Context: an optimization exercise on an open-source flow, tuned for a short achievable clock period and few clock cycles. The choices shown serve that exercise and are no tape-out recipe.
Only simulation tests tie the RTL to the original design; equivalence was not proved.
Power is estimated from default activity; no workload was simulated.

### flow/standard.sh
#!/bin/bash
# synth_recipe.tcl (not shown) runs the flow's synth.tcl, then flattens the netlist and writes it again
# the make line also repeats each setting of config.mk as NAME=value (left out here)
make -C /OpenROAD-flow-scripts/flow DESIGN_CONFIG=/design/flow/config.mk WORK_HOME=/design/flow/orfs CLKGATE_MAP_FILE= SYNTH_SCRIPT=/design/flow/synth_recipe.tcl "${@:-finish}"
### flow/config.mk
export PLATFORM = sky130hd
export DESIGN_NAME = core_top
export DESIGN_NICKNAME = core_top
export VERILOG_FILES = /design/flow/design.v
export SDC_FILE = /design/flow/constraint.sdc
export NUM_CORES = 4
export LEC_CHECK = 0
export CAP_MARGIN = 20
export CORE_MARGIN = 2
export CORE_UTILIZATION = 50
export SLEW_MARGIN = 20
### flow/flow/run.sh
#!/bin/bash
# Standard ORFS layout, with two changes in how it is made:
#  - synthesis maps adders to plain gates for ABC (no full-adder cells) and
#    gives ABC a tight delay target; the registers are the same as the
#    standard synthesis's;
#  - timing repair aims for extra setup slack, since the design's clock is
#    far slower than the design and the standard repair would do nothing.
set -euo pipefail
MARGIN=${MARGIN:-8.2}
bash standard.sh ADDER_MAP_FILE= ABC_CLOCK_PERIOD_IN_PS=1000 synth > synth.log 2>&1
bash standard.sh SETUP_SLACK_MARGIN=$MARGIN finish > layout.log 2>&1
### flow/design.v
package rv_pkg;
  localparam int xlen = 64;
  localparam int ilen = 32;
  localparam logic [xlen-1:0] reset_pc = 64'h0000_0000_8000_0000;
  typedef enum logic [6:0] {
    op_imm    = 7'b0010011,
    op_lui    = 7'b0110111,
    op_auipc  = 7'b0010111,
    op_jal    = 7'b1101111,
    op_jalr   = 7'b1100111,
    op_system = 7'b1110011,
    op_store  = 7'b0100011
  } opcode_e;
  typedef enum logic [7:0] {
    exu_nop    = 8'h00,
    exu_add    = 8'h01,
    exu_add_pc = 8'h10
  } exu_op_e;
  typedef enum logic [1:0] {
    st_fetch = 2'b00,
    st_exec  = 2'b01,
    st_halt  = 2'b10
  } fetch_state_e;
endpackage
import rv_pkg::*;
module core_top
(
  input  logic            clk,
  input  logic            rst,
  input  logic            ibus_ack,
  input  logic [ilen-1:0] ibus_dat_rd,
  output logic            ibus_cyc,
  output logic            ibus_stb,
  output logic            ibus_we,
  output logic [xlen-1:0] ibus_adr,
  output logic            retire_valid,
  output logic [xlen-1:0] retire_pc,
  output logic [4:0]      retire_rd,
  output logic            retire_we,
  output logic [xlen-1:0] retire_data,
  output logic            halted,
  output logic            illegal
);
  logic            cyc_q;
  logic [63:0]     adr_q;
  logic            fe_halt_q;    
  logic            fe_wait_q;    
  logic            fe_fix_q;     
  logic            fix_up_q;     
  logic            fix_lo_q;     
  logic            x_valid;
  logic [63:0]     x_pc;
  logic [31:0]     x_w;
  logic [63:0]     x_rs1v;
  logic [63:0]     regs [32];
  logic [31:0]     rvalid;
  assign ibus_cyc = cyc_q;
  assign ibus_stb = cyc_q;
  assign ibus_we  = 1'b0;
  assign ibus_adr = adr_q;
  logic [6:0] x_op;
  logic [4:0] x_rd;
  logic       x_addi, x_lui, x_auipc, x_ebreak, x_wr, x_early;
  logic [31:0] x_wsel_q;
  assign x_op = x_w[6:0];
  assign x_rd = x_w[11:7];
  logic [63:0] x_uimm, x_ev;
  assign x_uimm = {{32{x_w[31]}}, x_w[31:12], 12'b0};
  always_comb begin
    if (x_lui)        x_ev = x_uimm;
    else if (x_auipc) x_ev = x_pc + x_uimm;
    else              x_ev = x_pc + 64'd4;
  end
  logic [63:0] x_sum, x_res;
  assign x_sum = x_rs1v + {{52{x_w[31]}}, x_w[31:20]};
  assign x_res = x_addi ? x_sum : x_ev;
  logic        ack;
  logic [31:0] w;
  assign ack = cyc_q & ibus_ack;
  assign w   = ibus_dat_rd;
  logic [4:0] rs1;
  logic       is_addi, is_lui, is_auipc, is_jal, is_jalr, is_wr;
  assign rs1      = w[19:15];
  assign is_addi  = (w[6:0] == 7'b0010011) && (w[14:12] == 3'b000);
  assign is_lui   = (w[6:0] == 7'b0110111);
  assign is_auipc = (w[6:0] == 7'b0010111);
  assign is_jal   = (w[6:0] == 7'b1101111);
  assign is_jalr  = (w[6:0] == 7'b1100111) && (w[14:12] == 3'b000);
  assign is_wr    = is_addi | is_lui | is_auipc | is_jal | is_jalr;
  logic [63:0] adr_p4;
  assign adr_p4 = adr_q + 64'd4;
  logic [20:0] imm_j;
  logic [21:0] jl;
  logic        jal_fix;
  assign imm_j   = {w[31], w[19:12], w[20], w[30:21], 1'b0};
  assign jl      = {1'b0, adr_q[20:0]} + {1'b0, imm_j};
  assign jal_fix = jl[21] ^ imm_j[20];
  logic        jalr_fast;
  logic [12:0] rl;
  logic        jalr_fix;
  assign jalr_fast = x_valid && x_early && (x_rd != 5'd0) && (rs1 == x_rd);
  assign rl        = {1'b0, x_ev[11:0]} + {1'b0, w[31:20]};
  assign jalr_fix  = rl[12] ^ w[31];
  logic [31:0] rsel;
  logic [63:0] rmux;
  logic        byp;
  always_comb begin
    for (int i = 0; i < 32; i++) begin
      rsel[i] = (rs1 == 5'(i)) && (i != 0) && rvalid[i];
    end
    rmux = '0;
    for (int i = 1; i < 32; i++) begin
      rmux = rmux | (regs[i] & {64{rsel[i]}});
    end
  end
  assign byp = x_valid && x_wr && (x_rd != 5'd0) && (rs1 == x_rd);
  logic [63:0] adr_fix;
  always_comb begin
    if (fix_lo_q) begin
      adr_fix = fix_up_q ? {adr_q[63:12] + 52'd1, adr_q[11:0]}
                         : {adr_q[63:12] - 52'd1, adr_q[11:0]};
    end else begin
      adr_fix = fix_up_q ? {adr_q[63:21] + 43'd1, adr_q[20:0]}
                         : {adr_q[63:21] - 43'd1, adr_q[20:0]};
    end
  end
  logic stop;
  assign stop = ~is_wr | (is_jalr & ~jalr_fast) | (is_jal & jal_fix)
              | (is_jalr & jalr_fast & jalr_fix);
  always_ff @(posedge clk) begin
    if (rst) begin
      adr_q <= reset_pc;
    end else if (fe_wait_q) begin
      adr_q <= {x_sum[63:1], 1'b0};
    end else if (fe_fix_q) begin
      adr_q <= adr_fix;
    end else if (ack) begin
      if (w[6]) begin
        if (w[3]) adr_q <= {adr_q[63:21], jl[20:0]};
        else      adr_q <= {x_ev[63:12], rl[11:1], 1'b0};
      end else begin
        adr_q <= adr_p4;
      end
    end
  end
  always_ff @(posedge clk) begin
    if (rst) begin
      cyc_q     <= 1'b0;
      fe_halt_q <= 1'b0;
      fe_wait_q <= 1'b0;
      fe_fix_q  <= 1'b0;
    end else begin
      cyc_q     <= ~fe_halt_q & ~(ack & stop);
      fe_wait_q <= ack & is_jalr & ~jalr_fast;
      fe_fix_q  <= ack & ((is_jal & jal_fix) | (is_jalr & jalr_fast & jalr_fix));
      if (ack & ~is_wr) fe_halt_q <= 1'b1;
    end
  end
  always_ff @(posedge clk) begin
    fix_up_q <= w[3] ? jl[21] : rl[12];
    fix_lo_q <= ~w[3];
  end
  always_ff @(posedge clk) begin
    if (rst) begin
      x_valid <= 1'b0;
    end else begin
      x_valid <= ack;
    end
  end
  always_ff @(posedge clk) begin
    x_pc   <= adr_q;
    x_w    <= w;
    x_rs1v <= byp ? x_res : rmux;
    x_addi   <= is_addi;
    x_lui    <= is_lui;
    x_auipc  <= is_auipc;
    x_ebreak <= (w == 32'h0010_0073);
    x_wr     <= is_wr;
    x_early  <= is_lui | is_auipc | is_jal | is_jalr;
    for (int i = 0; i < 32; i++) begin
      x_wsel_q[i] <= is_wr && (w[11:7] == 5'(i)) && (i != 0);
    end
  end
  logic [31:0] x_wsel;
  assign x_wsel = x_wsel_q & {32{x_valid}};
  always_ff @(posedge clk) begin
    if (rst) begin
      rvalid <= '0;
    end else begin
      rvalid <= rvalid | x_wsel;
    end
  end
  always_ff @(posedge clk) begin
    for (int i = 1; i < 32; i++) begin
      if (x_wsel[i]) regs[i] <= x_res;
    end
  end
  logic r_halt, r_ill;
  always_ff @(posedge clk) begin
    if (rst) begin
      retire_valid <= 1'b0;
      r_halt       <= 1'b0;
      r_ill        <= 1'b0;
      halted       <= 1'b0;
      illegal      <= 1'b0;
    end else begin
      retire_valid <= x_valid;
      r_halt       <= x_valid & ~x_wr;
      r_ill        <= x_valid & ~x_wr & ~x_ebreak;
      if (retire_valid & r_halt) begin
        halted  <= 1'b1;
        illegal <= r_ill;
      end
    end
  end
  always_ff @(posedge clk) begin
    retire_pc   <= x_pc;
    retire_rd   <= x_rd;
    retire_we   <= x_wr;
    retire_data <= x_res;
  end
endmodule
### flow/constraint.sdc
create_clock -name core_clock -period 12.0 [get_ports {clk}]
set_input_delay 2.4000 -clock core_clock [delete_from_list [all_inputs] [get_ports {clk}]]
set_output_delay 2.4000 -clock core_clock [all_outputs]
set_load 0.01 [all_outputs]
==> summary.txt <==
-- layout make-up --
type                    count  share of cell area
repair buffers           1038              0.0930
clock inverters           130              0.0108
diodes                     10            0.000200
clock buffers             318              0.0532
multi-input cells        4130               0.266
inverters                  56             0.00180
well taps                2624              0.0262
flip-flops and latches   2415               0.548
repair inverters            1           0.0000400
-- state kept, by name, indices dropped and copies added (netlist names), 5 cells and up --
| signal | cells |
|---|---|
| regs | 1984 |
| adr_q | 64 |
| retire_data | 64 |
| retire_pc | 64 |
| x_pc | 64 |
| x_rs1v | 64 |
| rvalid | 31 |
| x_wsel_q | 31 |
| x_w | 25 |
| retire_rd | 5 |
-- power breakdown --
part | switching [mW] | internal, mW
Combinational | 0.653 | 0.382
Sequential | 0.0705 | 9.06
Clock | 3.37 | 4.32
-- critical path: stages --
cell	delay [ns]
buf_12	0.12
o211a_4	0.26
o31ai_4	0.22
o311ai_2	0.17
a311oi_2	0.28
a22oi_2	0.10
maj3_2	0.33
maj3_2	0.36
a221oi_4	0.38
or4_4	0.21
a31oi_1	0.09
o31ai_1	0.24
-- final timing paths --
path	from	end	slack [ns]	depth (start not counted)
hold / removal	x_w[8]	retire_rd[1]	0.38	0
setup / recovery	ibus_dat_rd[21]	cyc_q	7.65	12
setup reg to reg	x_rs1v[24]	regs[1][46]	8.10	11
hold reg to reg	x_w[8]	retire_rd[1]	0.38	0
-- cell families after synthesis --
| kind of cell | after synthesis | share of synthesized area |
|---|---|---|
| compound gates | 1902 | 0.150 |
| buf+inv | 603 | 0.0242 |
| simple gates | 1715 | 0.0886 |
| xor+xnor | 348 | 0.0310 |
| fa+ha+maj | 28 | 0.00290 |
| mux | 87 | 0.00910 |
| flops | 2415 | 0.695 |
| other cells | 1 | 0.0000382 |
-- Yosys cell counts, types with 18 or more instances --
cell type / count
xor2_1: 127
nand2_1: 331
a22oi_1: 385
o22ai_1: 41
inv_1: 51
or3_1: 29
nor3_1: 133
nor2_1: 429
mux2i_1: 69
a221oi_1: 295
nor2b_1: 18
nor4_1: 95
o21ai_0: 144
o221ai_1: 37
a21oi_1: 176
or4_1: 39
edfxtp_1: 1984
o21a_1: 59
o211ai_1: 34
a21o_1: 18
a22o_1: 290
xnor2_1: 221
a211oi_1: 23
or2_2: 19
nand2b_1: 28
maj3_1: 24
o31ai_1: 26
buf_1: 113
and3_1: 72
nand4_1: 179
nand3_1: 187
and2_1: 64
buf_2: 61
a31oi_1: 83
dfxtp_1: 431
clkbuf_1: 365
a222oi_1: 66
-- through the flow --
step / setup slack, ns / hold slack (ns) / power [mW] / instances / cell area [um^2]
5_1_grt: 7.60 / 0.394 / 18.2 / 10700 / 125000
4_1_cts: 7.71 / 0.375 / 17.7 / 10500 / 121000
2_1_floorplan: 7.04 / 0.326 / 9.77 / 7099 / 101000
3_5_place_dp: 5.45 / 0.367 / 10.1 / 9581 / 105000
3_3_place_gp: 5.49 / 0.365 / 10.1 / 9580 / 105000
6_report: 7.65 / 0.380 / 17.9 / 10700 / 125000
-- routing by layer --
layer / vias up / wire (um) / GRT usage
li1: 30100 / - / -
met1: 39200 / 159000 / 0.590
met2: 7545 / 196000 / 0.663
met3: 1792 / 73000 / 0.138
met4: 14 / 39800 / 0.285
met5: - / 100 / 0
-- what timing repair did --
item / 4_1_cts / 5_1_grt
setup endpoints to repair: 2024 / 1524
buffers inserted: 405 / 173
gates cloned: 80 / 24
pin swaps: 229 / 219
resized for setup: 1806 / 384
==> out/metrics.cfg <==
[finish]
final_common_cell = edfxtp_1
syn_to_final_growth_pct = 27.5
drive_gt1_frac = 0.303
nets = 7912
multiInputGateArea_um2 = 33400
layout_common_cells = 1984 x edfxtp_1, 493 x buf_4, 405 x nor2_1, 321 x a22oi_1, 318 x nand2_1
regArea_um2 = 68700
fill_cells = 14200
utilization = 0.642

[floorplan]
die_x_um = 447
coreArea_um2 = 195000
ios = 239
die_area_um2 = 200000
start_util = 0.504
rows = 162
die_h_um = 447

[drt]
wl_per_cell_um = 43.7
drc = 0
vias = 78700
drtAntennaViolNets = 0
avgViaCountPerCell = 7.34
drt_iter0_drc = 14400
wl_mm = 469
drt_pre_antenna_iters = 8

[setup_path]
crit_arrival_ns = 5.17
cp-end-kind = flop
required_ns = 12.81
critPathLaunchType = primary input
crit_type = primary input to flop
crit_fanout = 6

[logic_synthesis]
synth_seq_cells = 2415
yosysTopAreaCell = edfxtp_1
synth-edff-count = 1984
synthCells = 7099
syn_nets = 7134
synth_area_leaders = edfxtp_1 61%, dfxtp_1 8.8%, a22oi_1 2.9%
yosys.cell_types.count = 111
postSynthAreaPerCell_um2 = 13.8
synthArstFlopShare = 0
ys_seq_area_frac = 0.695
yosysTopAreaCellShare = 0.607
yosysWarningCount = 2
synth_ff_type = edfxtp_1
syn_area_um2 = 98200

[clock_tree]
clock_latency_ns = 0.92
clockBufferDepth = 3
postCtsHoldBufs = 0
cts_max_level = 4
cts_buffers = 235
cts_sinks = 2415
cts_tree = built
clk_pin_slew_ns = 0.07
cts-root-buf = clkbuf_16

[placement]
finalWeightedCongestion = 0.976
portBuffers = 237
hpwl_mm = 226

[timing]
setup_viol = 0
hold_viol = 0
clock_skew_ns = 0.0666
slew-limit-headroom = 0.146
tns_ns = 0
rsz0062_at_grt = yes
period_minus_slack_ns = 4.35
tightest_slew_ns = 1.28
fin_crit_sh = 0.363
drv_slew = 0
fmax_mhz = 230

[global_routing]
antenna_found_initial = 30
globalRouteTotalUtil = 0.453
grt_pass1_vias = 70900
overflow = 0
grt_first_pass_wirelength_mm = 615
grt_start_max_net_pins = 72

[flow_run]
max_cap_violations = 0

[power_and_ir_drop]
peakVddDrop_mv = 0.140
p_per_area_nw_per_um2 = 143
p_leak_nw = 43.1

[status]
run_status = complete, no violations

[min_path]
holdCritPathClass = flop to flop

Testbench counts, summed over its fixed seeds: cycles 22,742.

## what the ideal ports hide
The results above use ideal ports. As a check the final layout listed here was re-extracted and re-timed, cells and wires unchanged. Step 1 assumes that a clkbuf_16 drives the clock port and a buf_2 every other input. Step 2, shift: input delay + t, output delay - t, t = (earliest + latest rising clock arrival at the registers) / 2. This alone moves slack from input paths to output paths. a / b / c = ideal / step 1 / step 2; a / b = the first two.
t, ns: 0.972
setup WS [ns]: 7.649 / 7.694 / 6.722
pins driven straight from the clock port: 1
After both steps setup and hold are still met in this run. The setup slack of this run moves by +0.045 ns with the drivers and by -0.927 ns with both steps.
